From an optimization exercise on the open Yosys and OpenROAD flow, aimed at small area; shortcuts taken in it are not production practice. The RTL was checked by simulation tests, not by an equivalence proof against the original design. The clock port is modelled as an ideal driver; clocking choices that lean on that would not hold on a real chip. Power and IR drop assume default switching activity.

==> flow/design.v <==
`timescale 1ns/1ns
package dram_pkg;
  localparam int ADDR_WIDTH = 32;
  localparam int CH_WIDTH   = 5;    
  localparam int BK_WIDTH   = 4;    
  localparam int ROW_WIDTH  = 14;
  localparam int COL_WIDTH  = 5;
  localparam int COL_LSB   = 3;
  localparam int BK_LSB    = 8;
  localparam int ROW_LSB   = 12;
  localparam int CH_LSB    = 26;
  localparam int RANGE_BIT = 31;    
  localparam int CFR_IDX_LSB = 3;   
  localparam int CFR_NUM     = 4;
  typedef logic [ADDR_WIDTH-1:0]      host_addr_t;
  typedef logic [CH_WIDTH-1:0]        ch_addr_t;
  typedef logic [BK_WIDTH-1:0]        bk_addr_t;
  typedef logic [ROW_WIDTH-1:0]       row_addr_t;
  typedef logic [COL_WIDTH-1:0]       col_addr_t;
  typedef logic [$clog2(CFR_NUM)-1:0] cfr_idx_t;
endpackage
`timescale 1ns/1ns
package dma_pkt_pkg;
  localparam int DATA_WIDTH = 64;
  localparam int MASK_WIDTH = DATA_WIDTH / 8;   
  typedef logic [DATA_WIDTH-1:0] data_t;
  typedef logic [MASK_WIDTH-1:0] mask_t;        
  typedef enum logic {
    DRAM_RANGE = 1'b0,
    CFR_RANGE  = 1'b1
  } addr_range_t;
  typedef enum logic {
    WRITE = 1'b0,
    READ  = 1'b1
  } req_type_t;
  typedef enum logic [1:0] {
    DEST_WR   = 2'd0,   
    DEST_RD   = 2'd1,   
    DEST_DREG = 2'd2    
  } dest_t;
endpackage
`timescale 1ns/1ns
`timescale 1ns/1ns
`timescale 1ns/1ns
`timescale 1ns/1ns
module dma_pgen #(
  parameter int QUE_DEPTH = 8,
  parameter int QUE_PFULL = 5
) (
  input  logic                   clk,
  input  logic                   rst,
  input  logic                   in_valid,
  output logic                   in_ready,
  input  dram_pkg::host_addr_t   in_addr,
  input  dma_pkt_pkg::data_t     in_data,
  input  dma_pkt_pkg::mask_t     in_mask,
  input  logic                   in_isrd,
  output logic                   icnt_valid,
  input  logic                   icnt_rdy,
  output dma_pkt_pkg::req_type_t icnt_req_type,
  output dram_pkg::ch_addr_t     icnt_ch,
  output dram_pkg::bk_addr_t     icnt_bk,
  output dram_pkg::row_addr_t    icnt_row,
  output dram_pkg::col_addr_t    icnt_col,
  output dma_pkt_pkg::data_t     icnt_data,
  output dma_pkt_pkg::mask_t     icnt_mask,
  output logic                   orde_valid,
  input  logic                   orde_rdy,
  output dram_pkg::ch_addr_t     orde_ch,
  output dram_pkg::bk_addr_t     orde_bk,
  output dram_pkg::row_addr_t    orde_row,
  output dram_pkg::col_addr_t    orde_col,
  output logic                   dreg_valid,
  input  logic                   dreg_rdy,
  output dma_pkt_pkg::data_t     dreg_data
);
  localparam int NSLOT = 6;    
  localparam int EW    = 102;  
  logic       init_done;   
  logic       dec_valid;   
  logic       dec_mk;      
  logic [2:0] tk_ptr;      
  logic [2:0] rd_ptr;      
  logic       empty, pfull, take, exq_wr, load, pop;
  logic [2:0] tk_nx, rd_nx, wr_ptr;
  assign tk_nx  = {tk_ptr[1:0], ~tk_ptr[2]};
  assign rd_nx  = {rd_ptr[1:0], ~rd_ptr[2]};
  assign empty  = (tk_ptr == rd_ptr);
  assign pfull  = (tk_nx == rd_ptr);      
  assign take   = dec_valid && !pfull;
  assign exq_wr = take && dec_mk;
  assign wr_ptr = (dec_valid && dec_mk) ? tk_nx : tk_ptr;
  assign in_ready = init_done && (!dec_valid || !pfull);
  assign load     = in_valid && in_ready;
  always_ff @(posedge clk or posedge rst) begin
    if (rst) begin
      init_done <= 1'b0;
      dec_valid <= 1'b0;
      tk_ptr    <= '0;
      rd_ptr    <= '0;
    end else begin
      init_done <= 1'b1;
      if (load)        dec_valid <= 1'b1;
      else if (!pfull) dec_valid <= 1'b0;
      if (exq_wr) tk_ptr <= tk_nx;
      if (pop)    rd_ptr <= rd_nx;
    end
  end
  logic        in_cfr;
  logic [1:0]  in_idx;
  logic [63:0] cfr_reg [4];
  assign in_cfr = in_addr[31];
  assign in_idx = in_addr[4:3];
  logic [3:0]  cfr_ok;
  logic        cfr_rd, cfr_wr, ok_sel;
  logic [7:0]  keep;          
  logic [63:0] ent_data;      
  assign cfr_rd = in_cfr && in_isrd;
  assign cfr_wr = load && in_cfr && !in_isrd;
  assign ok_sel = cfr_ok[in_idx];
  assign keep   = {8{!cfr_rd}} & ({8{!in_cfr || ok_sel}} | in_mask);
  always_ff @(posedge clk or posedge rst) begin
    if (rst) begin
      cfr_ok <= '0;
    end else if (cfr_wr) begin
      cfr_ok[in_idx] <= 1'b1;
    end
  end
  always_ff @(posedge clk) begin
    for (int r = 0; r < 4; r++) begin
      for (int b = 0; b < 8; b++) begin
        if (cfr_wr && in_idx == r && (in_mask[b] || !cfr_ok[r])) begin
          cfr_reg[r][8*b +: 8] <= ent_data[8*b +: 8];
        end
      end
    end
  end
  logic [EW-1:0]    slot [NSLOT];
  logic [EW-1:0]    ent_d;
  logic [NSLOT-1:0] wr_sel, rd_sel;
  logic [3:0]  cfr_sel;
  assign cfr_sel = {4{cfr_rd}} & cfr_ok &
                   {in_idx == 2'd3, in_idx == 2'd2, in_idx == 2'd1, in_idx == 2'd0};
  for (genvar i = 0; i < 64; i++) begin : g_ent
    logic t0;
    aoi222 u_t0 (.a1(cfr_reg[0][i]), .a2(cfr_sel[0]), .b1(cfr_reg[1][i]), .b2(cfr_sel[1]),
                 .c1(cfr_reg[2][i]), .c2(cfr_sel[2]), .y(t0));
    ao221n u_t1 (.a1(cfr_reg[3][i]), .a2(cfr_sel[3]), .b1(in_data[i]), .b2(keep[i/8]), .cn(t0),
                 .y(ent_data[i]));
  end
  assign ent_d = {in_cfr, in_isrd, in_addr[30:3], ent_data, in_mask};
  assign wr_sel = {wr_ptr[2] & ~wr_ptr[1], wr_ptr[1] & ~wr_ptr[0], wr_ptr[2] & wr_ptr[0],
                   ~wr_ptr[2] & wr_ptr[1], ~wr_ptr[1] & wr_ptr[0], ~wr_ptr[2] & ~wr_ptr[0]};
  assign rd_sel = {rd_ptr[2] & ~rd_ptr[1], rd_ptr[1] & ~rd_ptr[0], rd_ptr[2] & rd_ptr[0],
                   ~rd_ptr[2] & rd_ptr[1], ~rd_ptr[1] & rd_ptr[0], ~rd_ptr[2] & ~rd_ptr[0]};
  always_ff @(posedge clk) begin
    if (load) dec_mk <= !in_cfr || in_isrd;
    for (int k = 0; k < NSLOT; k++) begin
      if (load && wr_sel[k]) slot[k] <= ent_d;
    end
  end
  logic [EW-1:0] head;
  for (genvar i = 0; i < EW; i++) begin : g_head
    logic t0, t1;
    aoi222 u_t0 (.a1(slot[0][i]), .a2(rd_sel[0]), .b1(slot[1][i]), .b2(rd_sel[1]),
                 .c1(slot[2][i]), .c2(rd_sel[2]), .y(t0));
    aoi222 u_t1 (.a1(slot[3][i]), .a2(rd_sel[3]), .b1(slot[4][i]), .b2(rd_sel[4]),
                 .c1(slot[5][i]), .c2(rd_sel[5]), .y(t1));
    assign head[i] = !(t0 && t1);
  end
  logic h_cfr, h_rd;
  assign h_cfr = head[101];
  assign h_rd  = head[100];
  assign icnt_valid = !empty && !h_cfr && (!h_rd || orde_rdy);
  assign orde_valid = !empty && !h_cfr && h_rd && icnt_rdy;
  assign dreg_valid = !empty && h_cfr;
  assign pop        = !empty && (h_cfr ? dreg_rdy : (icnt_rdy && (!h_rd || orde_rdy)));
  assign icnt_req_type = dma_pkt_pkg::req_type_t'(h_rd);
  assign {icnt_ch, icnt_row, icnt_bk, icnt_col} = head[99:72];   
  assign {orde_ch, orde_row, orde_bk, orde_col} = head[99:72];
  assign icnt_data = head[71:8];
  assign dreg_data = head[71:8];
  assign icnt_mask = head[7:0];
endmodule
module aoi222 (
  input  logic a1, a2, b1, b2, c1, c2,
  output logic y
);
  assign y = !((a1 && a2) || (b1 && b2) || (c1 && c2));
endmodule
module ao221n (
  input  logic a1, a2, b1, b2, cn,
  output logic y
);
  assign y = (a1 && a2) || (b1 && b2) || !cn;
endmodule
export LEC_CHECK = 0
export CAP_MARGIN = 20
export CORE_MARGIN = 2
export CORE_UTILIZATION = 40
export SLEW_MARGIN = 20
export SYNTH_HIERARCHICAL = 1
export SYNTH_MINIMUM_KEEP_SIZE = 0
create_clock -name core_clock -period 5.0 [get_ports {clk}]
standard.sh (not shown) runs the stock make flow with config.mk's settings and CLKGATE_MAP_FILE= SYNTH_SCRIPT=/design/flow/synth_recipe.tcl, a recipe that flattens the netlist after the stock synthesis.
==> flow/flow/run.sh <==
#!/bin/bash
# Standard layout, with the smallest buffer on the ports and no CTS dummy loads.
set -euo pipefail
bash standard.sh \
  "BUFFER_PORTS_ARGS=-buffer_cell sky130_fd_sc_hd__buf_1" \
  "CTS_ARGS=-sink_clustering_enable -repair_clock_nets -dont_use_dummy_load -buf_list sky130_fd_sc_hd__clkbuf_16 -sink_clustering_size 30 -sink_clustering_max_diameter 90" \
  finish > standard.log 2>&1
Then changed:
Settings changed: CORE_UTILIZATION 40 to 50.
Design area shrinks by 1.2%.
Non-clock buffer count goes down by 19.
Critical path depth is unchanged.
Fmax fell by about 1.6%.
Then changed:
Settings changed: CORE_UTILIZATION 50 to 55.
Outcome: Worst hold slack degrades by 0.10 ns. Critical path depth stays the same. Power stays flat. Worst setup slack degrades by 0.021 ns.
Then changed:
==> flow/flow/run.sh (replaced) <==
#!/bin/bash
# Standard layout, with the smallest buffer on the ports, no CTS dummy loads,
# and cells downsized where timing allows after CTS.
set -euo pipefail
bash standard.sh \
  "BUFFER_PORTS_ARGS=-buffer_cell sky130_fd_sc_hd__buf_1" \
  "CTS_ARGS=-sink_clustering_enable -repair_clock_nets -dont_use_dummy_load -buf_list sky130_fd_sc_hd__clkbuf_16 -sink_clustering_size 30 -sink_clustering_max_diameter 90" \
  "POST_CTS_TCL=$PWD/flow/recover.tcl" \
  finish > standard.log 2>&1
==> flow/flow/recover.tcl (new file) <==
# After CTS: downsize cells on paths with timing slack to spare, then re-legalize.
puts "POST_CTS: downsizing cells with slack to spare"
estimate_parasitics -placement
report_design_area
repair_timing -recover_power 100 -verbose
report_design_area
detailed_placement
check_placement -verbose
Settings changed: CORE_UTILIZATION 55 to 40.
The new run completed without violations. Synthesized area stays the same. Cell area went up slightly. Via count went up slightly. Non-clock buffer count went up by 32. Worst hold slack improved by 0.085 ns. Wire length went up by roughly a tenth. Global-route usage went down by 5.1 points. First-iteration DRC count went up by a few percent. Worst setup slack got worse by 0.12 ns. Critical path depth stays the same. Utilization went down by 16 points.

[static timing again, ports no longer ideal]
No port has a modelled driver above. Below, the same layouts with a new extraction and two added sets of constraints. Step 1 assumes that a clkbuf_16 drives the clock port and a buf_2 every other input. Step 2 adds t to the input delays and takes it off the output delays; t is the mean of the earliest and latest rising clock arrival at the registers after step 1. Input paths then give back, and output paths get back, about the clock's delay inside the block. Slacks: no drivers / after step 1 / after step 2; pairs: no drivers / after step 1.
run	t, ns	slack for setup (ns)	worst setup path after step 2	cell pins on the clock port's net
the first run	0.629	0.771 / 0.709 / 0.948	input to register	1
the second run	0.641	0.702 / 0.642 / 1.206	input to register	1
the third run	0.642	0.681 / 0.615 / 1.257	register to output	1
the fourth run	0.631	0.560 / 0.499 / 0.842	input to register	1
After both steps every run listed still meets setup and hold.
